This is an optimization exercise on Yosys and OpenROAD, whose aim is small area and a short achievable clock period, not a production implementation.
Where RTL was checked, it was by simulation tests only, not by an equivalence proof against the original.
Power figures rest on the tool's default switching activity, not on a simulated workload.

==> inputs of 10-05 <==
## simd_unit
module simd_unit (
    input  logic       clk,
    input  logic       rstn,
    input  logic       holdn,
    input  logic [31:0] ra,
    input  logic [31:0] rb,
    input  logic [3:0]  lane_op,
    input  logic [2:0]  red_op,
    input  logic       is_unsigned,
    input  logic       sat,
    input  logic       wen,
    input  logic [31:0] bpv,
    input  logic [1:0] bp,
    output logic [31:0] result,
    output logic       result_valid
);
    logic [simd_pkg::NUM_LANES-1:0][7:0]  lane_a;
    logic [simd_pkg::NUM_LANES-1:0][7:0]  lane_b;
    logic [simd_pkg::NUM_LANES-1:0][15:0] lane_res;
    logic [3:0] s1_lane_op;
    logic [2:0] s1_red_op;
    logic     s1_unsigned;
    logic     s1_sat;
    logic     s1_wen;
    operand_stage u_operand_stage (
        .clk         (clk),
        .rstn        (rstn),
        .holdn       (holdn),
        .ra          (ra),
        .rb          (rb),
        .bpv         (bpv),
        .bp          (bp),
        .lane_op     (lane_op),
        .red_op      (red_op),
        .is_unsigned (is_unsigned),
        .sat         (sat),
        .wen         (wen),
        .lane_a      (lane_a),
        .lane_b      (lane_b),
        .s1_lane_op  (s1_lane_op),
        .s1_red_op   (s1_red_op),
        .s1_unsigned (s1_unsigned),
        .s1_sat      (s1_sat),
        .s1_wen      (s1_wen)
    );
    for (genvar i = 0; i < simd_pkg::NUM_LANES; i++) begin : g_lane
        lane_alu u_lane_alu (
            .clk         (clk),
  ...
==> module lane_alu, before the edit <==
module lane_alu (
    input  logic        clk,
    input  logic        holdn,
    input  logic [7:0]  a,
    input  logic [7:0]  b,
    input  logic [3:0]  lane_op,
    input  logic        is_unsigned,
    output logic [15:0] lane_res
);
    logic        sg;
    logic        ax, bx;
    logic        do_sub;
    logic [9:0]  r;
    logic [15:0] p;
    logic        lt;
    logic [15:0] res_d;
    assign sg = ~is_unsigned;
    assign ax = sg & a[7];
    assign bx = sg & b[7];
    assign do_sub = (lane_op != simd_pkg::OP_ADD);
    assign r = {ax, ax, a} + ({bx, bx, b} ^ {10{do_sub}}) + {9'd0, do_sub};
    assign lt = r[9];
    lane_mul u_mul (
        .a  (a),
        .b  (b),
        .sg (sg),
        .p  (p)
    );
    always_comb begin
        logic [3:0] tt;
        logic       ext;
        logic       sel_ab;
        logic       is_logic;
        is_logic = 1'b0;
        sel_ab   = 1'b0;
        case (lane_op)
            simd_pkg::OP_PASS: begin tt = 4'b1100; sel_ab = 1'b1; end
            simd_pkg::OP_MOVB: begin tt = 4'b1010; sel_ab = 1'b1; end
            simd_pkg::OP_MAX:  begin tt = lt ? 4'b1010 : 4'b1100; sel_ab = 1'b1; end
            simd_pkg::OP_MIN:  begin tt = lt ? 4'b1100 : 4'b1010; sel_ab = 1'b1; end
            simd_pkg::OP_AND:  begin tt = 4'b1000; is_logic = 1'b1; end
            simd_pkg::OP_OR:   begin tt = 4'b1110; is_logic = 1'b1; end
            simd_pkg::OP_XOR:  begin tt = 4'b0110; is_logic = 1'b1; end
            simd_pkg::OP_NAND: begin tt = 4'b0111; is_logic = 1'b1; end
            simd_pkg::OP_NOR:  begin tt = 4'b0001; is_logic = 1'b1; end
            simd_pkg::OP_XNOR: begin tt = 4'b1001; is_logic = 1'b1; end
            default:           tt = 4'b0000;
        endcase
        ext = sel_ab & tt[{ax, bx}];
        if (lane_op == simd_pkg::OP_MUL)
            res_d = p;
        else if (lane_op == simd_pkg::OP_ADD || lane_op == simd_pkg::OP_SUB)
            res_d = {{6{r[9]}}, r};
        else begin
            for (int k = 0; k < 8; k++)
                res_d[k] = tt[{a[k], b[k]}];
            res_d[15:8] = {8{ext}};
        end
    end
    always_ff @(posedge clk) begin
        if (holdn)
            lane_res <= res_d;
    end
endmodule
clock: 10.0 ns
lec_check: 0
abc_area: 1
cap_margin: 20
core_margin: 2
core_utilization: 40
setup_slack_margin: 3
slew_margin: 20
tns_end_percent: 100
standard.sh (not shown) runs the stock make flow with config.mk's settings and CLKGATE_MAP_FILE= SYNTH_SCRIPT=/design/flow/synth_recipe.tcl, a recipe that flattens the netlist after the stock synthesis.
==> flow/flow/run.sh <==
#!/bin/bash
# The standard layout with three changes:
#  - plain buffers on the ports (buffer_ports otherwise picks a large
#    delay-cell buffer for every input and output);
#  - after the standard synthesis, polarity.py re-chooses the polarity of
#    the full-adder cells so that fewer inverters sit between them;
#  - the logic between adders and registers is then mapped again by ABC
#    with area-oriented mapping (remap.abc); adder cells, registers and
#    their names are kept as the standard synthesis made them.
# Each step's full output goes to its own log file here.
set -euo pipefail
export BUFFER_PORTS_ARGS="-buffer_cell sky130_fd_sc_hd__buf_1"
R=orfs/results/sky130hd/simd_unit/base
O=orfs/objects/sky130hd/simd_unit/base
L=orfs/logs/sky130hd/simd_unit/base
LIB=$FLOW_HOME/platforms/sky130hd/lib/sky130_fd_sc_hd__tt_025C_1v80.lib
bash standard.sh synth > synth.log 2>&1
cp $R/1_2_yosys.v $R/1_2_yosys.std.v
python3 flow/polarity.py $R/1_2_yosys.std.v $R/1_2_yosys.pol.v > polarity.log 2>&1
# the standard synthesis's own abc call, with the area-oriented script
ABCLINE=$(grep -m1 "^abc -script" $L/1_2_yosys.log | sed "s#-script [^ ]*#-script $PWD/flow/remap.abc#")
cat > remap.ys <<EOT
read_liberty -ignore_miss_func $LIB
read_verilog $R/1_2_yosys.pol.v
hierarchy -top $FLOW_TOP
blackbox sky130_fd_sc_hd__fa_1 sky130_fd_sc_hd__fa_2 sky130_fd_sc_hd__fa_4 sky130_fd_sc_hd__ha_1 sky130_fd_sc_hd__ha_2 sky130_fd_sc_hd__ha_4 sky130_fd_sc_hd__edfxtp_1 sky130_fd_sc_hd__dfxtp_1 sky130_fd_sc_hd__dfrtp_1 sky130_fd_sc_hd__conb_1
flatten
opt_clean
$ABCLINE
setundef -zero
splitnets
opt_clean -purge
hilomap -singleton -hicell sky130_fd_sc_hd__conb_1 HI -locell sky130_fd_sc_hd__conb_1 LO
insbuf -buf sky130_fd_sc_hd__buf_4 A X
opt_clean -purge
tee -o remap_stat.txt stat -liberty $LIB
check
write_verilog -noattr -nohex -nodec $R/1_2_yosys.v
EOT
yosys -s remap.ys > remap.log 2>&1
rm -f $R/1_synth.odb $R/1_synth.sdc
bash standard.sh > layout.log 2>&1
==> flow/flow/remap.abc <==
strash
dch
map -a
topo
stime -c
buffer -c
upsize -c
dnsize -c
Other scripts of this flow, unchanged in this note and not shown: flow/flow/polarity.py
==> 04-10 (differences from 10-05) <==
--- a/flow/design.v
+++ b/flow/design.v
@@ -126,10 +126,12 @@
         ext = sel_ab & tt[{ax, bx}];
-        if (lane_op == simd_pkg::OP_MUL)
-            res_d = p;
-        else if (lane_op == simd_pkg::OP_ADD || lane_op == simd_pkg::OP_SUB)
-            res_d = {{6{r[9]}}, r};
-        else begin
+        begin
+            logic       is_mul, is_as;
+            logic [7:0] lut;
+            is_mul = (lane_op == simd_pkg::OP_MUL);
+            is_as  = (lane_op == simd_pkg::OP_ADD) | (lane_op == simd_pkg::OP_SUB);
             for (int k = 0; k < 8; k++)
-                res_d[k] = tt[{a[k], b[k]}];
-            res_d[15:8] = {8{ext}};
+                lut[k] = tt[{a[k], b[k]}];
+            res_d = ({16{is_mul}} & p) |
+                    ({16{is_as}} & {{6{r[9]}}, r}) |
+                    {{8{ext}}, lut};
         end
==> flow/flow/run.sh (replaced) <==
#!/bin/bash
# The standard layout with two changes:
#  - plain buffers on the ports (buffer_ports otherwise picks a large
#    delay-cell buffer for every input and output);
#  - after the standard synthesis, polarity.py re-chooses the polarity of
#    the full-adder cells so that fewer inverters sit between them.
# Each step's full output goes to its own log file here.
set -euo pipefail
export BUFFER_PORTS_ARGS="-buffer_cell sky130_fd_sc_hd__buf_1"
R=orfs/results/sky130hd/simd_unit/base
bash standard.sh synth > synth.log 2>&1
cp $R/1_2_yosys.v $R/1_2_yosys.std.v
python3 flow/polarity.py $R/1_2_yosys.std.v $R/1_2_yosys.v > polarity.log 2>&1
rm -f $R/1_synth.odb $R/1_synth.sdc
bash standard.sh > layout.log 2>&1
Settings changed: ABC_AREA 1 to 0, SETUP_SLACK_MARGIN 3 to 3.5.
removed: flow/flow/remap.abc
==> flow_summary.rst <==
.. list-table::
   :header-rows: 1

   * - Metric
     - Value
   * - Final period demand of the worst path
     - roughly 7 ns
   * - Cell Area, Placed
     - ~22000 µm²
   * - Slowest cell on crit path
     - nor2_1
   * - Worst r2r dst
     - u_reduction_stage.result[1]
   * - Total wire length after detailed routing
     - ~70000 µm
   * - Worst setup SP type
     - register
   * - Max Clock Skew
     - between 0.01 and 0.015 ns
   * - Worst-case hold slack
     - roughly 0.43 ns
   * - Worst min-delay path startpoint
     - u_operand_stage.s1_red_op[1]
   * - Path depth of the worst reg2reg path
     - 38
   * - Outcome
     - complete, no violations
   * - Final standard cell count with taps included and fillers excluded
     - roughly 3400
The numbers above come from 10-05.

==> flow_summary.rst <==
.. list-table::
   :header-rows: 1

   * - Metric
     - Value
   * - Slowest cell on crit path
     - fa_1
   * - Path depth of the worst reg2reg path
     - 29
   * - Worst-case hold slack
     - roughly 0.43 ns
   * - Outcome
     - complete, no violations
   * - Total wire length after detailed routing
     - between 70000 and 80000 µm
   * - Final period demand of the worst path
     - 6.527 ns
   * - Final standard cell count with taps included and fillers excluded
     - approximately 3500
The numbers above come from 04-10.


---

==> inputs of pepper <==
Another version of the RTL of simd_unit (not shown whole).
export LEC_CHECK = 0
export ABC_AREA = 1
export CAP_MARGIN = 20
export CORE_MARGIN = 2
export CORE_UTILIZATION = 40
export SETUP_SLACK_MARGIN = 3.5
export SLEW_MARGIN = 20
export TNS_END_PERCENT = 100
create_clock -name core_clock -period 10.0 [get_ports {clk}]
==> flow/flow/run.sh <==
#!/bin/bash
# The standard layout with two changes:
#  - plain buffers on the ports (buffer_ports otherwise picks a large
#    delay-cell buffer for every input and output);
#  - after the standard synthesis, polarity.py re-chooses the polarity of
#    the full-adder cells so that fewer inverters sit between them.
# Each step's full output goes to its own log file here.
set -euo pipefail
export BUFFER_PORTS_ARGS="-buffer_cell sky130_fd_sc_hd__buf_1"
R=orfs/results/sky130hd/simd_unit/base
bash standard.sh synth > synth.log 2>&1
cp $R/1_2_yosys.v $R/1_2_yosys.std.v
python3 flow/polarity.py $R/1_2_yosys.std.v $R/1_2_yosys.v > polarity.log 2>&1
rm -f $R/1_synth.odb $R/1_synth.sdc
bash standard.sh > layout.log 2>&1
==> flow/flow/polarity.py <==
#!/usr/bin/env python3
"""Re-choose the polarity of full-adder cells in a mapped sky130 netlist.

A full adder is self-dual: FA(~a, ~b, ~c) = (~sum, ~cout).  Yosys's
extract_fa leaves many inverters between adder cells; this pass removes
every plain inverter that does not drive a port, picks for each full adder
whether it computes its function on true or inverted signals (greedy, to
need the fewest inverters), and puts back one inverter per signal that some
load still needs inverted.  Registers and all other cells are untouched.

usage: polarity.py IN.v OUT.v
"""
import re
import sys

OUT_PINS = {"X", "Y", "Q", "Q_N", "SUM", "COUT", "HI", "LO", "GCLK"}

src = open(sys.argv[1]).read()
m = re.search(r"^module\s+(\w+)\s*\((.*?)\);", src, re.M | re.S)
head_end = m.end()
endm = src.rindex("endmodule")
body = src[head_end:endm]

cell_re = re.compile(r"^  (sky130_fd_sc_hd__\w+)\s+(\S+)\s*\((.*?)\);\n", re.M | re.S)
pin_re = re.compile(r"\.(\w+)\(([^()]*)\)")

cells = []
for cm in cell_re.finditer(body):
    pins = {p: n.strip() for p, n in pin_re.findall(cm.group(3))}
    cells.append({"type": cm.group(1), "name": cm.group(2), "pins": pins, "span": cm.span()})

decl_lines = [l for l in body.split("\n") if re.match(r"^  (input|output|wire)\b", l)]
outputs = set()
for l in decl_lines:
    mm = re.match(r"^  output\s+(\[(\d+):(\d+)\]\s+)?(\S+);", l)
    if mm:
        if mm.group(1):
            hi, lo = int(mm.group(2)), int(mm.group(3))
            for i in range(min(hi, lo), max(hi, lo) + 1):
                outputs.add(f"{mm.group(4)}[{i}]")
        else:
            outputs.add(mm.group(4))

def is_inv(c):
    return re.match(r"sky130_fd_sc_hd__inv_\d+$", c["type"]) is not None

def is_fa(c):
    return re.match(r"sky130_fd_sc_hd__fa_\d+$", c["type"]) is not None

driver = {}
for i, c in enumerate(cells):
    for p, n in c["pins"].items():
        if p in OUT_PINS:
            driver[n] = (i, p)

removable = set()
for i, c in enumerate(cells):
    if is_inv(c) and c["pins"]["Y"] not in outputs:
        removable.add(i)

def root(n):
    q = 0
    seen = 0
    while n in driver and driver[n][0] in removable:
        n = cells[driver[n][0]]["pins"]["A"]
        q ^= 1
        seen += 1
        if seen > 100:
            raise SystemExit("inverter loop")
    return n, q

# loads: (cell index, pin, root net, parity)
loads = []
for i, c in enumerate(cells):
    if i in removable:
        continue
    for p, n in c["pins"].items():
        if p in OUT_PINS:
            continue
        r, q = root(n)
        loads.append((i, p, r, q))
# a removed inverter's output that is an output port cannot happen (kept)
flippable = set()
for i, c in enumerate(cells):
    if is_fa(c) and c["pins"]["SUM"] not in outputs and c["pins"]["COUT"] not in outputs:
        flippable.add(i)

flip = {i: 0 for i in flippable}
by_root = {}
for k, (i, p, r, q) in enumerate(loads):
    by_root.setdefault(r, []).append(k)

def phys(r):
    d = driver.get(r)
    if d and d[0] in flip:
        return flip[d[0]]
    return 0

def root_cost(r):
    ph = phys(r)
    for k in by_root.get(r, ()):
        i, p, _, q = loads[k]
        if (q ^ flip.get(i, 0)) != ph:
            return 1
    return 0

def affected(i):
    rs = set()
    c = cells[i]
    for p, n in c["pins"].items():
        if p in OUT_PINS:
            rs.add(n)
        else:
            rs.add(root(n)[0])
    return rs

aff = {i: affected(i) for i in flippable}
before = sum(root_cost(r) for r in by_root)


def greedy(order):
    improved = True
    passes = 0
    while improved and passes < 50:
        improved = False
        passes += 1
        for i in order:
            rs = aff[i]
            c0 = sum(root_cost(r) for r in rs)
            flip[i] ^= 1
            c1 = sum(root_cost(r) for r in rs)
            if c1 < c0:
                improved = True
            elif c1 > c0 or rng.random() < 0.5:
                flip[i] ^= 1


# greedy descent with sideways moves, best of several seeded restarts
import random
rng = random.Random(1)
order = sorted(flippable)
best = None
for trial in range(100):
    for i in flippable:
        flip[i] = 0 if trial == 0 else rng.randint(0, 1)
    rng.shuffle(order)
    greedy(order)
    cost = sum(root_cost(r) for r in by_root)
    if best is None or cost < best[0]:
        best = (cost, dict(flip))
flip.update(best[1])
after = sum(root_cost(r) for r in by_root)

# rebuild
conn = {}          # (cell, pin) -> net
new_inv = {}       # root -> inverted net
for (i, p, r, q) in loads:
    want = q ^ flip.get(i, 0)
    if want == phys(r):
        conn[(i, p)] = r
    else:
        if r not in new_inv:
            new_inv[r] = f"_pinv{len(new_inv)}_"
        conn[(i, p)] = new_inv[r]

def fmt(n):
    return n + " " if n.startswith("\\") else n


used = set()
out_cells = []
for i, c in enumerate(cells):
    if i in removable:
        continue
    pins = []
    for p, n in c["pins"].items():
        net = n if p in OUT_PINS else conn[(i, p)]
        used.add(net)
        pins.append(f"    .{p}({fmt(net)})")
    out_cells.append(f"  {c['type']} {c['name']} (\n" + ",\n".join(pins) + "\n  );\n")
for k, (r, n) in enumerate(new_inv.items()):
    fan = sum(1 for v in conn.values() if v == n)
    t = "sky130_fd_sc_hd__inv_2" if fan > 6 else "sky130_fd_sc_hd__inv_1"
    out_cells.append(f"  {t} _polinv{k}_ (\n    .A({fmt(r)}),\n    .Y({n})\n  );\n")
    used.add(r)
    used.add(n)

removed_nets = set(cells[i]["pins"]["Y"] for i in removable) - used
decl_out = []
for l in decl_lines:
    mm = re.match(r"^  wire\s+(\\\S+\s|[^\s\[;]+);", l)
    if mm and mm.group(1).strip() in {x.strip() for x in removed_nets} and not l.startswith("  wire ["):
        continue
    decl_out.append(l)
for n in new_inv.values():
    decl_out.append(f"  wire {n};")

out = src[:head_end] + "\n" + "\n".join(decl_out) + "\n" + "".join(out_cells) + src[endm:]
open(sys.argv[2], "w").write(out)
sys.stderr.write(f"polarity: {len(removable)} inverters removed, {len(new_inv)} added; "
                 f"cost {before} -> {after}; {sum(flip.values())} of {len(flippable)} adders flipped\n")
==> delta: changes against pepper <==
--- a/flow/design.v
+++ b/flow/design.v
@@ -119,26 +119,24 @@
             simd_pkg::OP_OR:   begin tt = 4'b1110; is_logic = 1'b1; end
             simd_pkg::OP_XOR:  begin tt = 4'b0110; is_logic = 1'b1; end
             simd_pkg::OP_NAND: begin tt = 4'b0111; is_logic = 1'b1; end
             simd_pkg::OP_NOR:  begin tt = 4'b0001; is_logic = 1'b1; end
             simd_pkg::OP_XNOR: begin tt = 4'b1001; is_logic = 1'b1; end
             default:           tt = 4'b0000;
         endcase
         ext = sel_ab & tt[{ax, bx}];
-        begin
-            logic       is_mul, is_as;
-            logic [7:0] lut;
-            is_mul = (lane_op == simd_pkg::OP_MUL);
-            is_as  = (lane_op == simd_pkg::OP_ADD) | (lane_op == simd_pkg::OP_SUB);
+        if (lane_op == simd_pkg::OP_MUL)
+            res_d = p;
+        else if (lane_op == simd_pkg::OP_ADD || lane_op == simd_pkg::OP_SUB)
+            res_d = {{6{r[9]}}, r};
+        else begin
             for (int k = 0; k < 8; k++)
-                lut[k] = tt[{a[k], b[k]}];
-            res_d = ({16{is_mul}} & p) |
-                    ({16{is_as}} & {{6{r[9]}}, r}) |
-                    {{8{ext}}, lut};
+                res_d[k] = tt[{a[k], b[k]}];
+            res_d[15:8] = {8{ext}};
         end
     end
     always_ff @(posedge clk) begin
         if (holdn)
             lane_res <= res_d;
     end
 endmodule
 `default_nettype wire
@@ -326,103 +324,85 @@
     assign pp6 = p0[11] & p0[10];
     logic gg7, pp7;
     assign gg7 = g0[13] | (p0[13] & g0[12]);
     assign pp7 = p0[13] & p0[12];
     logic gg8, pp8;
     assign gg8 = g0[15] | (p0[15] & g0[14]);
     assign pp8 = p0[15] & p0[14];
     logic gg9, pp9;
-    assign gg9 = g0[2] | (p0[2] & gg1);
-    assign pp9 = p0[2] & pp1;
+    assign gg9 = gg2 | (pp2 & gg1);
+    assign pp9 = pp2 & pp1;
     logic gg10, pp10;
-    assign gg10 = gg2 | (pp2 & gg1);
-    assign pp10 = pp2 & pp1;
+    assign gg10 = gg4 | (pp4 & gg3);
+    assign pp10 = pp4 & pp3;
     logic gg11, pp11;
-    assign gg11 = g0[6] | (p0[6] & gg3);
-    assign pp11 = p0[6] & pp3;
+    assign gg11 = gg6 | (pp6 & gg5);
+    assign pp11 = pp6 & pp5;
     logic gg12, pp12;
-    assign gg12 = gg4 | (pp4 & gg3);
-    assign pp12 = pp4 & pp3;
+    assign gg12 = gg8 | (pp8 & gg7);
+    assign pp12 = pp8 & pp7;
     logic gg13, pp13;
-    assign gg13 = g0[10] | (p0[10] & gg5);
-    assign pp13 = p0[10] & pp5;
+    assign gg13 = gg10 | (pp10 & gg9);
+    assign pp13 = pp10 & pp9;
     logic gg14, pp14;
-    assign gg14 = gg6 | (pp6 & gg5);
-    assign pp14 = pp6 & pp5;
+    assign gg14 = gg12 | (pp12 & gg11);
+    assign pp14 = pp12 & pp11;
     logic gg15, pp15;
-    assign gg15 = g0[14] | (p0[14] & gg7);
-    assign pp15 = p0[14] & pp7;
+    assign gg15 = gg14 | (pp14 & gg13);
+    assign pp15 = pp14 & pp13;
     logic gg16, pp16;
-    assign gg16 = gg8 | (pp8 & gg7);
-    assign pp16 = pp8 & pp7;
+    assign gg16 = gg11 | (pp11 & gg13);
+    assign pp16 = pp11 & pp13;
     logic gg17, pp17;
-    assign gg17 = g0[4] | (p0[4] & gg10);
-    assign pp17 = p0[4] & pp10;
+    assign gg17 = gg3 | (pp3 & gg9);
+    assign pp17 = pp3 & pp9;
     logic gg18, pp18;
-    assign gg18 = gg3 | (pp3 & gg10);
-    assign pp18 = pp3 & pp10;
+    assign gg18 = gg5 | (pp5 & gg13);
+    assign pp18 = pp5 & pp13;
     logic gg19, pp19;
-    assign gg19 = gg11 | (pp11 & gg10);
-    assign pp19 = pp11 & pp10;
+    assign gg19 = gg7 | (pp7 & gg16);
+    assign pp19 = pp7 & pp16;
     logic gg20, pp20;
-    assign gg20 = gg12 | (pp12 & gg10);
-    assign pp20 = pp12 & pp10;
+    assign gg20 = g0[2] | (p0[2] & gg1);
+    assign pp20 = p0[2] & pp1;
     logic gg21, pp21;
-    assign gg21 = g0[12] | (p0[12] & gg14);
-    assign pp21 = p0[12] & pp14;
+    assign gg21 = g0[4] | (p0[4] & gg9);
+    assign pp21 = p0[4] & pp9;
     logic gg22, pp22;
-    assign gg22 = gg7 | (pp7 & gg14);
-    assign pp22 = pp7 & pp14;
+    assign gg22 = g0[6] | (p0[6] & gg17);
+    assign pp22 = p0[6] & pp17;
     logic gg23, pp23;
-    assign gg23 = gg15 | (pp15 & gg14);
-    assign pp23 = pp15 & pp14;
+    assign gg23 = g0[8] | (p0[8] & gg13);
+    assign pp23 = p0[8] & pp13;
     logic gg24, pp24;
-    assign gg24 = gg16 | (pp16 & gg14);
-    assign pp24 = pp16 & pp14;
+    assign gg24 = g0[10] | (p0[10] & gg18);
+    assign pp24 = p0[10] & pp18;
     logic gg25, pp25;
-    assign gg25 = g0[8] | (p0[8] & gg20);
-    assign pp25 = p0[8] & pp20;
+    assign gg25 = g0[12] | (p0[12] & gg16);
+    assign pp25 = p0[12] & pp16;
     logic gg26, pp26;
-    assign gg26 = gg5 | (pp5 & gg20);
-    assign pp26 = pp5 & pp20;
-    logic gg27, pp27;
-    assign gg27 = gg13 | (pp13 & gg20);
-    assign pp27 = pp13 & pp20;
-    logic gg28, pp28;
-    assign gg28 = gg14 | (pp14 & gg20);
-    assign pp28 = pp14 & pp20;
-    logic gg29, pp29;
-    assign gg29 = gg21 | (pp21 & gg20);
-    assign pp29 = pp21 & pp20;
-    logic gg30, pp30;
-    assign gg30 = gg22 | (pp22 & gg20);
-    assign pp30 = pp22 & pp20;
-    logic gg31, pp31;
-    assign gg31 = gg23 | (pp23 & gg20);
-    assign pp31 = pp23 & pp20;
-    logic gg32, pp32;
-    assign gg32 = gg24 | (pp24 & gg20);
-    assign pp32 = pp24 & pp20;
+    assign gg26 = g0[14] | (p0[14] & gg19);
+    assign pp26 = p0[14] & pp19;
     assign p[0] = p0[0];
     assign p[1] = p0[1] ^ g0[0];
     assign p[2] = p0[2] ^ gg1;
-    assign p[3] = p0[3] ^ gg9;
-    assign p[4] = p0[4] ^ gg10;
-    assign p[5] = p0[5] ^ gg17;
-    assign p[6] = p0[6] ^ gg18;
-    assign p[7] = p0[7] ^ gg19;
-    assign p[8] = p0[8] ^ gg20;
-    assign p[9] = p0[9] ^ gg25;
-    assign p[10] = p0[10] ^ gg26;
-    assign p[11] = p0[11] ^ gg27;
-    assign p[12] = p0[12] ^ gg28;
-    assign p[13] = p0[13] ^ gg29;
-    assign p[14] = p0[14] ^ gg30;
-    assign p[15] = p0[15] ^ gg31;
+    assign p[3] = p0[3] ^ gg20;
+    assign p[4] = p0[4] ^ gg9;
+    assign p[5] = p0[5] ^ gg21;
+    assign p[6] = p0[6] ^ gg17;
+    assign p[7] = p0[7] ^ gg22;
+    assign p[8] = p0[8] ^ gg13;
+    assign p[9] = p0[9] ^ gg23;
+    assign p[10] = p0[10] ^ gg18;
+    assign p[11] = p0[11] ^ gg24;
+    assign p[12] = p0[12] ^ gg16;
+    assign p[13] = p0[13] ^ gg25;
+    assign p[14] = p0[14] ^ gg19;
+    assign p[15] = p0[15] ^ gg26;
 endmodule
 `default_nettype wire
 `default_nettype none
 module reduction_stage (
     input  logic        clk,
     input  logic        rstn,
     input  logic        holdn,
     input  logic [simd_pkg::NUM_LANES-1:0][15:0] lane_res,
--- a/flow/flow/polarity.py
+++ b/flow/flow/polarity.py
@@ -111,49 +111,30 @@
         if p in OUT_PINS:
             rs.add(n)
         else:
             rs.add(root(n)[0])
     return rs
 
 aff = {i: affected(i) for i in flippable}
 before = sum(root_cost(r) for r in by_root)
-
-
-def greedy(order):
-    improved = True
-    passes = 0
-    while improved and passes < 50:
-        improved = False
-        passes += 1
-        for i in order:
-            rs = aff[i]
-            c0 = sum(root_cost(r) for r in rs)
+improved = True
+passes = 0
+while improved and passes < 50:
+    improved = False
+    passes += 1
+    for i in sorted(flippable):
+        rs = aff[i]
+        c0 = sum(root_cost(r) for r in rs)
+        flip[i] ^= 1
+        c1 = sum(root_cost(r) for r in rs)
+        if c1 < c0:
+            improved = True
+        else:
             flip[i] ^= 1
-            c1 = sum(root_cost(r) for r in rs)
-            if c1 < c0:
-                improved = True
-            elif c1 > c0 or rng.random() < 0.5:
-                flip[i] ^= 1
-
-
-# greedy descent with sideways moves, best of several seeded restarts
-import random
-rng = random.Random(1)
-order = sorted(flippable)
-best = None
-for trial in range(100):
-    for i in flippable:
-        flip[i] = 0 if trial == 0 else rng.randint(0, 1)
-    rng.shuffle(order)
-    greedy(order)
-    cost = sum(root_cost(r) for r in by_root)
-    if best is None or cost < best[0]:
-        best = (cost, dict(flip))
-flip.update(best[1])
 after = sum(root_cost(r) for r in by_root)
 
 # rebuild
 conn = {}          # (cell, pin) -> net
 new_inv = {}       # root -> inverted net
 for (i, p, r, q) in loads:
     want = q ^ flip.get(i, 0)
     if want == phys(r):
- SETUP_SLACK_MARGIN: 3.5 -> 3
==> run summary <==
metric                                                                                        pepper                              delta
Run status                                                                            finished clean                     finished clean
Final standard cell count with taps included and fillers excluded                              3,713                              3,629
Die height                                                                                    238 um                             238 um
Minimum clock period after layout                                                            6.31 ns                            6.76 ns
First-pass DRT Iterations                                                                          7                                  6
Pin count of the biggest net entering global routing                                              74                                163
Placed cell areas                                                                        0.0236 mm^2                        0.0236 mm^2
Post-detailed-routing wire length                                                          69,300 um                          67,600 um
Fill cell count                                                                                5,347                              5,340
Cell occurring most often along the worst timing path                                        nand2_2                               fa_1
Startpoint of the worst setup timing path                                                      bp[1]                              bp[0]
Nonclk buf count                                                                                 250                                199
Proportion of power drawn by combinational gates                                               71.7%                              72.4%
Clock-pin slew on the worst setup and hold paths                                             0.07 ns                            0.08 ns
Core region area                                                                         0.0540 mm^2                        0.0541 mm^2
Leakage power                                                                                11.8 nW                            11.5 nW
Met2 Track Usage GR                                                                            39.1%                              38.8%
Critical path endpoint                                             g_lane[2].u_lane_alu.lane_res[15]  g_lane[2].u_lane_alu.lane_res[14]
Slack of the worst reg-to-reg path                                                           3.75 ns                            3.43 ns
Critical path data arrival time                                                              6.54 ns                            7.00 ns
Function not checked in pepper: the RTL went through the layout flow alone.

==> afterwards: timing with drivers on the ports <==
The flow's constraints put no driver on any port. The routed layouts listed below were extracted and timed again, unchanged, in two steps. Step 1: set_driving_cell puts a clkbuf_16 on clk and a buf_2 on each other input, an assumption about the parent block. Step 2 also shifts input and output timing later by t, the mid clock arrival at the registers, as if the neighbouring blocks saw the same clock. Three values: ideal, step 1, step 2; two values: the first two.
| run | t, ns | slack for setup (ns) | latest minus earliest clock arrival (ns) |
|---|---|---|---|
| 10-05 | 0.544 | 2.878 / 2.878 / 2.670 | 0.013 / 0.013 |
| 04-10 | 0.564 | 3.473 / 3.392 / 2.828 | 0.026 / 0.026 |
| pepper | 0.546 | 3.685 / 3.603 / 3.056 | 0.024 / 0.025 |
| delta | 0.560 | 3.237 / 3.244 / 2.684 | 0.021 / 0.021 |
After both steps every run listed still meets setup and hold. For 04-10, which loses most, drivers alone change the setup slack by -0.081 ns; drivers and shift together by -0.645 ns.
